From an optimization exercise on the open Yosys and OpenROAD flow, aimed at small area, a short achievable clock period and few clock cycles; shortcuts taken in it are not production practice.
Only simulation tests tie the RTL to the original design; equivalence was not proved.
Power and IR drop assume default switching activity.

**flow/config.mk**
```make
export PLATFORM = sky130hd
export DESIGN_NAME = dsp_mac_ex_unit
export DESIGN_NICKNAME = dsp_mac_ex_unit
export VERILOG_FILES = /design/flow/design.v
export SDC_FILE = /design/flow/constraint.sdc
export NUM_CORES = 4
export LEC_CHECK = 0
export CAP_MARGIN = 20
export CORE_MARGIN = 2
export CORE_UTILIZATION = 40
export SLEW_MARGIN = 20
```
**flow/constraint.sdc**
```tcl
create_clock -name core_clock -period 9.0 [get_ports {clk}]
set_input_delay 1.8000 -clock core_clock [delete_from_list [all_inputs] [get_ports {clk}]]
set_output_delay 1.8000 -clock core_clock [all_outputs]
set_load 0.01 [all_outputs]
```
**flow/design.v**
```verilog
module dsp_mac_ex_unit #(
   parameter int BITS_PER_CYCLE = 8,
   parameter int ACC_W          = 64
) (
   input  logic             clk,
   input  logic             rst,
   input  logic             start,
   input  logic [2:0]       op,
   input  logic [31:0]      rs1_val,
   input  logic [31:0]      rs2_val,
   input  logic [4:0]       rd_in,
   input  logic             ex_stall,
   input  logic             ex_flush,
   output logic             busy,
   output logic             result_valid,
   output logic [31:0]      result,
   output logic [4:0]       result_rd,
   output logic [ACC_W-1:0] acc_out
   , output logic           sat_flag
);
   localparam int N     = 32 / BITS_PER_CYCLE;
   localparam int CNT_W = (N > 1) ? $clog2(N) : 1;
   localparam logic [2:0] OP_MUL  = 3'b000;
   localparam logic [2:0] OP_MULH = 3'b001;
   localparam logic [2:0] OP_MAC  = 3'b010;
   localparam logic [2:0] OP_MSU  = 3'b011;
   localparam logic [2:0] OP_CLR  = 3'b100;
   localparam logic [2:0] OP_RDH  = 3'b101;
   typedef enum logic [1:0] {
      IDLE  = 2'b00,
      MUL   = 2'b01,
      WRITE = 2'b10
   } state_t;
   state_t state, state_nxt;
   logic [CNT_W-1:0] cnt;
   logic [2:0]       op_q;
   logic [4:0]       rd_q;
   logic [63:0]      mcand;
   logic [31:0]      mplier;
   logic             neg_q;
   logic [63:0]      pp;
   logic [ACC_W-1:0] acc;
   logic             accept;
   logic             last_iter;
   logic             commit;
   logic [31:0]      mag_a;
   logic [31:0]      mag_b;
   logic [63:0]      pp_sum;
   logic signed [63:0]      prod_s;
   logic signed [ACC_W-1:0] prod_x;
   logic [ACC_W-1:0] sum;
   logic [ACC_W-1:0] diff;
   logic [ACC_W-1:0] acc_new;
   logic [31:0]      res;
   logic             sat;
   localparam logic [ACC_W-1:0] SMAX = {1'b0, {(ACC_W-1){1'b1}}};
   localparam logic [ACC_W-1:0] SMIN = {1'b1, {(ACC_W-1){1'b0}}};
   assign accept    = (state == IDLE) && start && !ex_flush && !ex_stall;
   assign last_iter = (cnt == CNT_W'(N - 1));
   assign commit    = (state == WRITE) && !ex_stall && !ex_flush;
   assign mag_a  = rs1_val[31] ? (32'd0 - rs1_val) : rs1_val;
   assign mag_b  = rs2_val[31] ? (32'd0 - rs2_val) : rs2_val;
   assign pp_sum = pp + (mcand * 64'(mplier[BITS_PER_CYCLE-1:0]));
   assign prod_s = $signed(pp);
   assign prod_x = ACC_W'(prod_s);
   always_ff @(posedge clk) begin
      if (rst) begin
         state  <= IDLE;
         cnt    <= '0;
         op_q   <= '0;
         rd_q   <= '0;
         mcand  <= '0;
         mplier <= '0;
         neg_q  <= 1'b0;
         pp     <= '0;
         acc    <= '0;
      end else begin
         state <= state_nxt;
         if (ex_flush) begin
            cnt <= '0;
         end else if (accept) begin
            op_q   <= op;
            rd_q   <= rd_in;
            mcand  <= {32'd0, mag_a};
            mplier <= mag_b;
            neg_q  <= rs1_val[31] ^ rs2_val[31];
            pp     <= '0;
            cnt    <= '0;
         end else if (state == MUL) begin
            mcand  <= mcand << BITS_PER_CYCLE;
            mplier <= mplier >> BITS_PER_CYCLE;
            cnt    <= last_iter ? '0 : cnt + CNT_W'(1);
            pp     <= (last_iter && neg_q) ? (64'd0 - pp_sum) : pp_sum;
         end
         if (commit) begin
            acc <= acc_new;
         end
      end
   end
   always_comb begin
      state_nxt = state;
      if (ex_flush) begin
         state_nxt = IDLE;
      end else begin
         case (state)
            IDLE:    if (accept) state_nxt = op[2] ? WRITE : MUL;
            MUL:     if (last_iter) state_nxt = WRITE;
            WRITE:   if (!ex_stall) state_nxt = IDLE;
            default: state_nxt = IDLE;
         endcase
      end
   end
   always_comb begin
      sum     = acc + prod_x;
      diff    = acc - prod_x;
      acc_new = acc;
      sat     = 1'b0;
      case (op_q)
         OP_MAC:  acc_new = sum;
         OP_MSU:  acc_new = diff;
         OP_CLR:  acc_new = '0;
         default: acc_new = acc;
      endcase
      if ((op_q == OP_MAC) && (acc[ACC_W-1] == prod_x[ACC_W-1]) && (sum[ACC_W-1] != acc[ACC_W-1]))
         sat = 1'b1;
      if ((op_q == OP_MSU) && (acc[ACC_W-1] != prod_x[ACC_W-1]) && (diff[ACC_W-1] != acc[ACC_W-1]))
         sat = 1'b1;
      if (sat)
         acc_new = acc[ACC_W-1] ? SMIN : SMAX;
   end
   always_comb begin
      res = '0;
      if (state == WRITE) begin
         case (op_q)
            OP_MUL:         res = pp[31:0];
            OP_MULH:        res = pp[63:32];
            OP_MAC, OP_MSU: res = acc_new[31:0];
            OP_CLR:         res = acc[31:0];
            OP_RDH:         res = acc[63:32];
            default:        res = '0;
         endcase
      end
   end
   assign busy         = (state != IDLE);
   assign result_valid = (state == WRITE);
   assign result       = res;
   assign result_rd    = rd_q;
   assign acc_out      = acc;
   assign sat_flag     = (state == WRITE) && sat;
endmodule
```
**flow/run.sh**
```bash
#!/bin/bash
# synth_recipe.tcl (not shown) runs the flow's synth.tcl, then flattens the netlist and writes it again
# the make line also repeats each setting of config.mk as NAME=value (left out here)
make -C /OpenROAD-flow-scripts/flow DESIGN_CONFIG=/design/flow/config.mk WORK_HOME=/design/flow/orfs CLKGATE_MAP_FILE= SYNTH_SCRIPT=/design/flow/synth_recipe.tcl finish
```
==> results.txt <==
[worst paths after layout]
kind	to	slack, ns	depth (start not counted)
worst max-delay path	result[9]	0.66	16
worst min-delay path	rd_q[3]$_SDFFE_PP0P_	0.46	2
worst max register to register	pp[62]$_SDFFE_PP0P_	1.25	21
worst min register to register	rd_q[3]$_SDFFE_PP0P_	0.46	2
[logic make-up (layout without fill, tap and decap cells)]
logic type | after synthesis | in the layout | synth area share [%]
DFF | 237 | 237 | 12.6
muxes | 18 | 18 | 0.527
buffers and inverters | 914 | 869 | 9.20
and+or+nand+nor | 1635 | 1635 | 21.4
AOI/OAI and AO/OA | 1258 | 1258 | 22.0
xor gates and xnor gates | 233 | 233 | 5.44
adders and majority gates | 615 | 615 | 28.8
other | 0 | 6 | 0
[sequential cells by signal, summed over array words and instances, names as in the netlist]
register  flops
acc          64
mcand        64
pp           64
mplier       32
rd_q          5
op_q          3
cnt           2
state         2
neg_q         1
[synthesized netlist by cell type (13+ instances only)]
library cell,number,area share (%)
nor4_1,38,0.63
a2111oi_0,13,0.30
o41ai_1,24,0.56
xor2_1,42,0.98
o21ai_0,236,3.1
a21o_1,43,0.86
nand4_1,40,0.67
nand2b_1,34,0.57
o21bai_1,51,1.0
or3_1,31,0.52
and3_1,26,0.43
nor3_1,90,1.2
a221oi_1,31,0.72
a22oi_1,67,1.3
buf_1,45,0.45
a311oi_1,28,0.65
o22ai_1,19,0.32
o31a_1,17,0.40
a31oi_1,41,0.68
xnor2_1,191,4.5
or2_2,14,0.23
dfxtp_1,237,13
ha_1,203,6.8
clkbuf_1,272,2.7
a22o_1,55,1.3
fa_1,412,22
mux2i_1,13,0.35
inv_1,584,5.8
nor2b_1,20,0.33
a21boi_0,16,0.32
o31ai_1,48,0.96
nand3_1,105,1.4
a211oi_1,33,0.66
and2_1,354,5.9
o21a_1,15,0.30
a21oi_1,386,5.1
o211ai_1,32,0.64
nor2_1,308,3.1
or4_1,24,0.48
nand2_1,519,5.2
[through the flow]
| step | setup slack, ns | power (W) | util (%) | hold slack (ns) | instance area (sq um) |
|---|---|---|---|---|---|
| final | 0.655 | 0.00285 | 44.2 | 0.458 | 41200 |
| after global routing | 0.371 | 0.00295 | 44.1 | 0.480 | 41100 |
| after CTS | 0.818 | 0.00287 | 44.1 | 0.457 | 41100 |
| after detailed placement | 1.34 | 0.00154 | 43.0 | 0.449 | 40100 |
| after global placement | 1.45 | 0.00154 | 43.0 | 0.444 | 40100 |
| after floorplan | 2.34 | 0.00138 | - | 0.444 | 37500 |
[layout by cell type (no fill, tap or decap), types with 42 or more instances in the layout]
cell type          n
a21o_1            43
a21oi_1          386
a22o_1            55
a22oi_1           67
and2_1           354
buf_4             48
clkdlybuf4s50_1  178
dfxtp_1          232
fa_1             412
ha_1             203
inv_1            584
nand2_1          518
nand3_1          105
nor2_1           302
nor3_1            87
o21ai_0          236
o21bai_1          51
o31ai_1           48
xnor2_1          191
xor2_1            42
[layer usage]
layer  up-vias  part of all wire, %  GRT usage [%]
met3       230                  6.7           3.60
met5         -                0.019              0
met2      1314                   47           47.3
met1     18002                   43           39.6
met4         4                  3.9           9.82
li1      16448                    -              -
[report_power, final]
part	total, W	internal, W	leakage (nW)	switching (W)
sequential	0.00110	0.00106	1.92	0.0000384
clock	0.00133	0.000776	0.529	0.000550
combinational	0.000421	0.000151	15.4	0.000270
total	0.00285	0.00199	17.8	0.000859
[worst min-delay path, cell delays in order, from the launching register on]
cell and delay, ns:
dfxtp_1 0.31, nand2_1 0.05, a21oi_1 0.05
[area by class of cell]
| class | count | area (sq um) |
|---|---|---|
| Timing Repair Buffer | 228 | 2160 |
| Fill cell | 9514 | 52000 |
| Multi-Input combinational cell | 3759 | 29400 |
| Clock buffer | 44 | 935 |
| Tap cell | 1254 | 1570 |
| Clock inverter | 12 | 135 |
| Inverter | 585 | 2200 |
| Sequential cell | 237 | 4750 |
| Antenna cell | 6 | 15.0 |
==> impl_metrics.toml <==
[outcome]
status = "complete, no violations"

[final_layout]
drive_above_1_share_pct = 3.54
final_nets = 5534
stdcell_count = 6125
area_growth_pct = 9.70

[sta]
worstMarginPinSlew_ns = 1.05
timing.clock.skew_ns = 0.0273
slew_headroom_pct = 30.2
clock.fmax_ghz = 0.120
maxSlewViolCount = 0
finalSetupViolations = 0
finalSetupTns_ns = 0
period_needed_ns = 8.34
rsz0062_at_grt = "false"
final-hold-violation-count = 0
period_share_pct = 92.7

[global_route]
grt_pass1_wl_um = 213000
antenna_found_initial = 12
grt_use_total_pct = 29.0
grt_pass1_vias = 34261
gr-total-overflow = 0
grt_max_degree = 86

[die]
initial_core_util_pct = 40.3
ios = 181
coreArea_sq_um = 93200
fp.dieH_um = 310
rows = 112
die_w_um = 310
die_area_sq_um = 96300

[critical_path]
worstSetupEndpointType = "primary output"
path_delay_family = "compound AO/OA/AOI/OAI gates"
critical_path_class = "reg -> out"
cp_max_fo = 25
cp-start-kind = "flip-flop"
worstPathRequired_ns = 7.20
cp_slowest_stage_delay_ns = 0.66
r2r_start = "mplier[2]$_SDFFE_PP0P_"
crit_chain = "inv_1 > ha_1 > a21o_1 > or3_1 > o211ai_1 > a311o_1 > a211oi_1 > o211a_1 > o2111a_1 > or3_1 > mux4_2 > nor2_2 > buf_4 > a2111oi_0 > o21ai_0 > clkdlybuf4s50_1"
path_buf_inv = 3
crit_slowest_cell = "mux4_2"
crit_top_cell = "or3_1"
startpoint = "pp[6]$_SDFFE_PP0P_"
cp.arrival_ns = 6.54

[drt]
route.detailed.drc = 0
wirelength_um = 142000
postRouteAntennaNets = 0
via_per_inst = 5.88
drt_iter0_markers = 3399
wl_per_cell_um = 23.2
vias = 35998
drt_first_pass_iters = 6

[synthesis]
netlist_instances = 4910
netlist_area_sq_um = 37500
ys_seq_area_share_pct = 12.6
avgSynthCellArea_sq_um = 7.64
yosys_warnings = 1
synthArstFlopShare_pct = 0
ys_seq_elements = 237
synth_edf_count = 0
synthFlopType = "dfxtp_1"
yosysUniqueCellTypes = 93
syn-num-nets = 5602

[flow_run]
drv_cap = 0

[placement]
gp_congestion = 0.986
place.port_buffers = 180
hpwl_um = 115000
dpl.cell_count = 6063

[power_and_ir_drop]
power.density_nw_per_um2 = 69.3
vdd_drop_max_mv = 0.151
p_leak_nw = 17.8

[hold_path]
hold_class = "reg -> reg"
holdCritStartpoint = "rd_q[3]$_SDFFE_PP0P_"

[cts]
clk_pin_slew_worst_paths_ns = 0.06
numCtsBuffers = 31
worstSkewPairLatency_ns = 0.63
clockBufferDepth = 3
clkSinkCount = 237
postCtsSetupRepairBufs = 0
hold_buffers = 0
cts_max_level = 1
cts_root_buf = "clkbuf_16"
cts_tree = "done"
post_cts_resized = 0
Testbench counts, summed over its fixed seeds: cycles 26,692.

[re-timing with driven ports]
Ports are ideal in the flow. The routed layout listed here was re-timed in OpenROAD.
Step 1, drivers: a clkbuf_16 drives clk and a buf_2 each remaining input, both assumed.
Step 2 adds t to the input delays and takes it off the output delays; t is the mean of the earliest and latest rising clock arrival at the registers after step 1. Input paths then give back, and output paths get back, about the clock's delay inside the block.
Three values: ideal, step 1, step 2; two values: the first two.
t (ns): 0.686
setup slack, ns: 0.655 / 0.591 / 1.253
hold WS [ns]: 0.458 / 0.458 / 0.458
After both steps this run still meets setup and hold. For this run, drivers alone change the setup slack by -0.064 ns; drivers and shift together by +0.598 ns.
